From an optimization exercise on the open Yosys and OpenROAD flow, aimed at small area, a short achievable clock period and few clock cycles per item; shortcuts taken in it are not production practice.
At most, simulation tests tie the RTL to the original design; equivalence was not proved.
Power figures rest on the tool's default switching activity, not on a simulated workload.

Setup of zinc:
==> flow/design.v (excerpt) <==
module window_conv_engine #(
   parameter int PIXEL_WIDTH = 8,
   parameter int WINDOW      = 3,
   parameter int COEF_WIDTH  = 8,
   parameter int SHIFT       = 0,
   parameter int OUT_WIDTH   = 8,
   localparam int NTAPS      = WINDOW * WINDOW,
   localparam int AW         = (NTAPS > 1) ? $clog2(NTAPS) : 1
) (
   input  logic                                           clk,
   input  logic                                           rst_n,
   input  logic                                           win_valid,
   input  logic [WINDOW-1:0][WINDOW-1:0][PIXEL_WIDTH-1:0] window,
   output logic                                           win_ready,
   input  logic                                           coef_we,
   input  logic [AW-1:0]                                  coef_addr,
   input  logic [COEF_WIDTH-1:0]                          coef_data,
   output logic                                           out_valid,
   output logic [OUT_WIDTH-1:0]                           out_pixel,
   input  logic                                           out_ready
);
Settings: LEC_CHECK=0, ABC_AREA=0, ABC_CLOCK_PERIOD_IN_PS=2500, CAP_MARGIN=20, CORE_MARGIN=2, CORE_UTILIZATION=55, CTS_CLUSTER_SIZE=50, SETUP_SLACK_MARGIN=3.2, SLEW_MARGIN=20, SYNTH_HIERARCHICAL=1, SYNTH_MINIMUM_KEEP_SIZE=0; clock period 5.5 ns.
standard.sh (not shown) runs the stock make flow with config.mk's settings and CLKGATE_MAP_FILE= SYNTH_SCRIPT=/design/flow/synth_recipe.tcl, a recipe that flattens the netlist after the stock synthesis.
==> flow/flow/run.sh <==
#!/bin/bash
# Layout flow: the standard synthesis and layout (standard.sh), unchanged except that the
# port buffers that global placement inserts on every input and output are buf_4 cells
# instead of the delay-type buffer ORFS picks by default.
set -euo pipefail
bash standard.sh synth > synth.log 2>&1
BUFFER_PORTS_ARGS="-buffer_cell sky130_fd_sc_hd__buf_4" bash standard.sh finish > layout.log 2>&1
Testbench counts of zinc, summed over its fixed seeds: cycles 8,328, items 8,000.
Edits applied to the flow inputs when going from zinc to cedar:
# zinc
export LEC_CHECK = 0
export ABC_AREA = 0
export ABC_CLOCK_PERIOD_IN_PS = 2500
export CAP_MARGIN = 20
export CORE_MARGIN = 2
export CORE_UTILIZATION = 55
export CTS_CLUSTER_SIZE = 50
export SETUP_SLACK_MARGIN = 3.2
export SLEW_MARGIN = 20
export SYNTH_HIERARCHICAL = 1
export SYNTH_MINIMUM_KEEP_SIZE = 0
create_clock -name core_clock -period 5.5 [get_ports {clk}]
# cedar
export LEC_CHECK = 0
export ABC_AREA = 0
export ABC_CLOCK_PERIOD_IN_PS = 2500
export CAP_MARGIN = 20
export CORE_MARGIN = 2
export CORE_UTILIZATION = 55
export CTS_BUF_LIST = sky130_fd_sc_hd__clkbuf_4 sky130_fd_sc_hd__clkbuf_8
export CTS_CLUSTER_SIZE = 40
export SETUP_SLACK_MARGIN = 3.2
export SLEW_MARGIN = 20
export SYNTH_HIERARCHICAL = 1
export SYNTH_MINIMUM_KEEP_SIZE = 0
create_clock -name core_clock -period 5.5 [get_ports {clk}]
Findings:
cedar vs zinc on H-tree level count: cedar is the higher one. Every stage of the flow completed for cedar, and the final layout passed the timing, DRC and antenna checks. Sort zinc and cedar by clock group power, descending, and zinc comes first. Fmax for cedar: about 1.8% down relative to zinc. On sequential share of layout area, zinc and cedar are neck and neck. Going from zinc to cedar, clock buffer instance count of the final layout increased 50, number of setup buffers added after CTS went up about 11%, via density per instance has remained practically unchanged.
Input-level comparison between harbor and cedar:
# cedar
export LEC_CHECK = 0
export ABC_AREA = 0
export ABC_CLOCK_PERIOD_IN_PS = 2500
export CAP_MARGIN = 20
export CORE_MARGIN = 2
export CORE_UTILIZATION = 55
export CTS_BUF_LIST = sky130_fd_sc_hd__clkbuf_4 sky130_fd_sc_hd__clkbuf_8
export CTS_CLUSTER_SIZE = 40
export SETUP_SLACK_MARGIN = 3.2
export SLEW_MARGIN = 20
export SYNTH_HIERARCHICAL = 1
export SYNTH_MINIMUM_KEEP_SIZE = 0
create_clock -name core_clock -period 5.5 [get_ports {clk}]
# harbor
export LEC_CHECK = 0
export ABC_AREA = 0
export ABC_CLOCK_PERIOD_IN_PS = 2500
export CAP_MARGIN = 20
export CORE_MARGIN = 2
export CORE_UTILIZATION = 65
export SETUP_SLACK_MARGIN = 3.2
export SLEW_MARGIN = 20
export SYNTH_HIERARCHICAL = 1
export SYNTH_MINIMUM_KEEP_SIZE = 0
create_clock -name core_clock -period 5.5 [get_ports {clk}]
Notes after the runs:
- Overall power of the completed layout: harbor > cedar
- Between harbor and cedar, met3 wire length is lower for cedar, harbor comes in above that.
- STATUS final critical delay including setup and external delays: harbor loses against cedar
- Diff cedar -> harbor: via count normalized by instance count increased by 11% relative to the old numbers; power density normalized to cell area increased by 12 nW/µm² relative to the old numbers.
- Re post-layout instance count excluding filler cells: cedar was higher than harbor.
- When harbor is measured against cedar, its layout clock buffer count turns out 47 lower.
- Compared to cedar, harbor was floorplanned on a smaller die.
- harbor ends up with higher worst hold margin than cedar does.
- Compared with cedar, harbor shows a lower CTS buffer count.
- harbor vs. cedar: transition at the pin with the smallest max-transition slack went up by 160 ps.
Setup changes, harbor to quartz
# harbor
export LEC_CHECK = 0
export ABC_AREA = 0
export ABC_CLOCK_PERIOD_IN_PS = 2500
export CAP_MARGIN = 20
export CORE_MARGIN = 2
export CORE_UTILIZATION = 65
export SETUP_SLACK_MARGIN = 3.2
export SLEW_MARGIN = 20
export SYNTH_HIERARCHICAL = 1
export SYNTH_MINIMUM_KEEP_SIZE = 0
create_clock -name core_clock -period 5.5 [get_ports {clk}]
# quartz
export LEC_CHECK = 0
export ABC_AREA = 0
export ABC_CLOCK_PERIOD_IN_PS = 2500
export CAP_MARGIN = 20
export CORE_MARGIN = 2
export CORE_UTILIZATION = 55
export SETUP_SLACK_MARGIN = 3.2
export SLEW_MARGIN = 20
export SYNTH_HIERARCHICAL = 1
export SYNTH_MINIMUM_KEEP_SIZE = 0
export TNS_END_PERCENT = 40
create_clock -name core_clock -period 5.5 [get_ports {clk}]
### Flow results
In quartz the worst setup slack after placement turned out 120 ps higher than in harbor.
quartz vs. harbor: width of the die went up by 8.5%; final worst-path cycle share now sits lower; design area decreased 1.2%; synthesis-to-layout area growth dropped 1.3 points.
Looking at met3 track utilization from global routing across quartz and harbor, the one that comes out higher is harbor.

== red ==
Starting RTL as in the previous note.
export LEC_CHECK = 0
export ABC_AREA = 0
export ABC_CLOCK_PERIOD_IN_PS = 2500
export CAP_MARGIN = 20
export CORE_MARGIN = 2
export CORE_UTILIZATION = 55
export SETUP_SLACK_MARGIN = 3.2
export SLEW_MARGIN = 20
export SYNTH_HIERARCHICAL = 1
export SYNTH_MINIMUM_KEEP_SIZE = 0
export TNS_END_PERCENT = 10
create_clock -name core_clock -period 5.5 [get_ports {clk}]
Scripts as last shown in full above: flow/flow/run.sh
red | status: complete | timing, DRC, antenna: pass
Testbench counts of red, summed over its fixed seeds: cycles 8,328, items 8,000.
Edits applied to the flow inputs when going from red to blue:
# red
export LEC_CHECK = 0
export ABC_AREA = 0
export ABC_CLOCK_PERIOD_IN_PS = 2500
export CAP_MARGIN = 20
export CORE_MARGIN = 2
export CORE_UTILIZATION = 55
export SETUP_SLACK_MARGIN = 3.2
export SLEW_MARGIN = 20
export SYNTH_HIERARCHICAL = 1
export SYNTH_MINIMUM_KEEP_SIZE = 0
export TNS_END_PERCENT = 10
create_clock -name core_clock -period 5.5 [get_ports {clk}]
# blue
export LEC_CHECK = 0
export ABC_AREA = 0
export ABC_CLOCK_PERIOD_IN_PS = 2500
export CAP_MARGIN = 20
export CORE_MARGIN = 2
export CORE_UTILIZATION = 55
export SETUP_SLACK_MARGIN = 3.35
export SLEW_MARGIN = 20
export SYNTH_HIERARCHICAL = 1
export SYNTH_MINIMUM_KEEP_SIZE = 0
create_clock -name core_clock -period 5.5 [get_ports {clk}]
==> results.txt <==
Portion of total power attributed to combinational logic, red and blue: smaller value in red
Diff red -> blue | required time at the endpoint of the critical path | increase of 20 ps
Compare red and blue | critical path depth higher: blue
Diff red -> blue | global-route wire length before repair | up slightly
On routed metal-1 wirelength, red tracks blue almost exactly.
Going from red to blue, total nets after synthesis held steady; minimum setup slack in the final design grew by 9.0 ps.
Inputs modified between blue and green:
# blue
export LEC_CHECK = 0
export ABC_AREA = 0
export ABC_CLOCK_PERIOD_IN_PS = 2500
export CAP_MARGIN = 20
export CORE_MARGIN = 2
export CORE_UTILIZATION = 55
export SETUP_SLACK_MARGIN = 3.35
export SLEW_MARGIN = 20
export SYNTH_HIERARCHICAL = 1
export SYNTH_MINIMUM_KEEP_SIZE = 0
create_clock -name core_clock -period 5.5 [get_ports {clk}]
# green
export LEC_CHECK = 0
export ABC_AREA = 0
export ABC_CLOCK_PERIOD_IN_PS = 2500
export CAP_MARGIN = 20
export CORE_MARGIN = 2
export CORE_UTILIZATION = 55
export SETUP_SLACK_MARGIN = 3.2
export SLEW_MARGIN = 20
export SYNTH_HIERARCHICAL = 1
export SYNTH_MINIMUM_KEEP_SIZE = 0
create_clock -name core_clock -period 5.5 [get_ports {clk}]
==> comparison <==
The higher combinational share of power came out of blue. Run comparison: green kind of critical path in -> reg; blue kind of critical path reg -> reg. The maximum frequency of green exceeds that of blue by 1.5%. Looking at delay of the slowest critical-path stage, green sits 80 ps higher than blue does.

## the reference run
window_conv_engine, a different RTL version from the one above (not shown whole).
Size: about 2100 cells after synthesis, roughly 430 flip-flops, roughly 99 I/O pins.
export LEC_CHECK = 0
export ABC_AREA = 0
export ABC_CLOCK_PERIOD_IN_PS = 2500
export CAP_MARGIN = 20
export CORE_MARGIN = 2
export CORE_UTILIZATION = 40
export SETUP_SLACK_MARGIN = 3.0
export SLEW_MARGIN = 20
export SYNTH_HIERARCHICAL = 1
export SYNTH_MINIMUM_KEEP_SIZE = 0
create_clock -name core_clock -period 5.5 [get_ports {clk}]
Scripts as last shown in full above: flow/flow/run.sh
Here is what was changed in the inputs of the trial run compared with the reference run.
# the reference run
export LEC_CHECK = 0
export ABC_AREA = 0
export ABC_CLOCK_PERIOD_IN_PS = 2500
export CAP_MARGIN = 20
export CORE_MARGIN = 2
export CORE_UTILIZATION = 40
export SETUP_SLACK_MARGIN = 3.0
export SLEW_MARGIN = 20
export SYNTH_HIERARCHICAL = 1
export SYNTH_MINIMUM_KEEP_SIZE = 0
create_clock -name core_clock -period 5.5 [get_ports {clk}]
# the trial run
export LEC_CHECK = 0
export ABC_AREA = 0
export ABC_CLOCK_PERIOD_IN_PS = 2500
export CAP_MARGIN = 20
export CORE_MARGIN = 2
export CORE_UTILIZATION = 55
export SETUP_SLACK_MARGIN = 3.2
export SLEW_MARGIN = 20
export SYNTH_HIERARCHICAL = 1
export SYNTH_MINIMUM_KEEP_SIZE = 0
create_clock -name core_clock -period 5.5 [get_ports {clk}]
Results
- The trial run against the reference run: final weighted congestion in routability-driven placement picked up an extra 1.7%; number of iterations in the first detailed-routing pass grew by 1; total power went up about 1%.
- Between the reference run and the trial run, the flip-flop and latch count figures differ only marginally.
- The trial run vs. the reference run: first-pass GRT wire length now larger; net switching power figure went up by 2.4%; sequential cell area went up; switching share of power higher.
- Worst setup slack: the trial run vs the reference run up 150 ps
- The path type of the worst setup path comes out register to register in one run and input pin to register in the other, namely in the reference run and the trial run respectively.
Function was not checked in any run of this note: the RTL went through the layout flow alone.

[static timing again, ports no longer ideal]
Ports are ideal in the flow. The routed layouts listed here were re-timed in OpenROAD. Step 1: set_driving_cell puts a clkbuf_16 on clk and a buf_2 on each other input, an assumption about the parent block. Step 2 adds t to the input delays and takes it off the output delays; t is the mean of the earliest and latest rising clock arrival at the registers after step 1. Input paths then give back, and output paths get back, about the clock's delay inside the block. Three values: no drivers, after step 1, after step 2; two values: the first two.
run	t, ns	setup slack, ns	worst setup path after step 2
zinc	0.659	3.209 / 3.195 / 2.578	input to register
cedar	0.714	3.167 / 3.149 / 2.556	input to register
harbor	0.655	3.138 / 3.138 / 2.533	input to register
quartz	0.651	3.173 / 3.173 / 2.564	input to register
red	0.657	3.166 / 3.166 / 2.546	input to register
blue	0.665	3.175 / 3.175 / 2.588	input to register
green	0.659	3.209 / 3.195 / 2.578	input to register
the reference run	0.658	3.018 / 3.018 / 2.527	input to register
the trial run	0.653	3.172 / 3.119 / 2.546	input to register
After both steps every run listed still meets setup and hold.
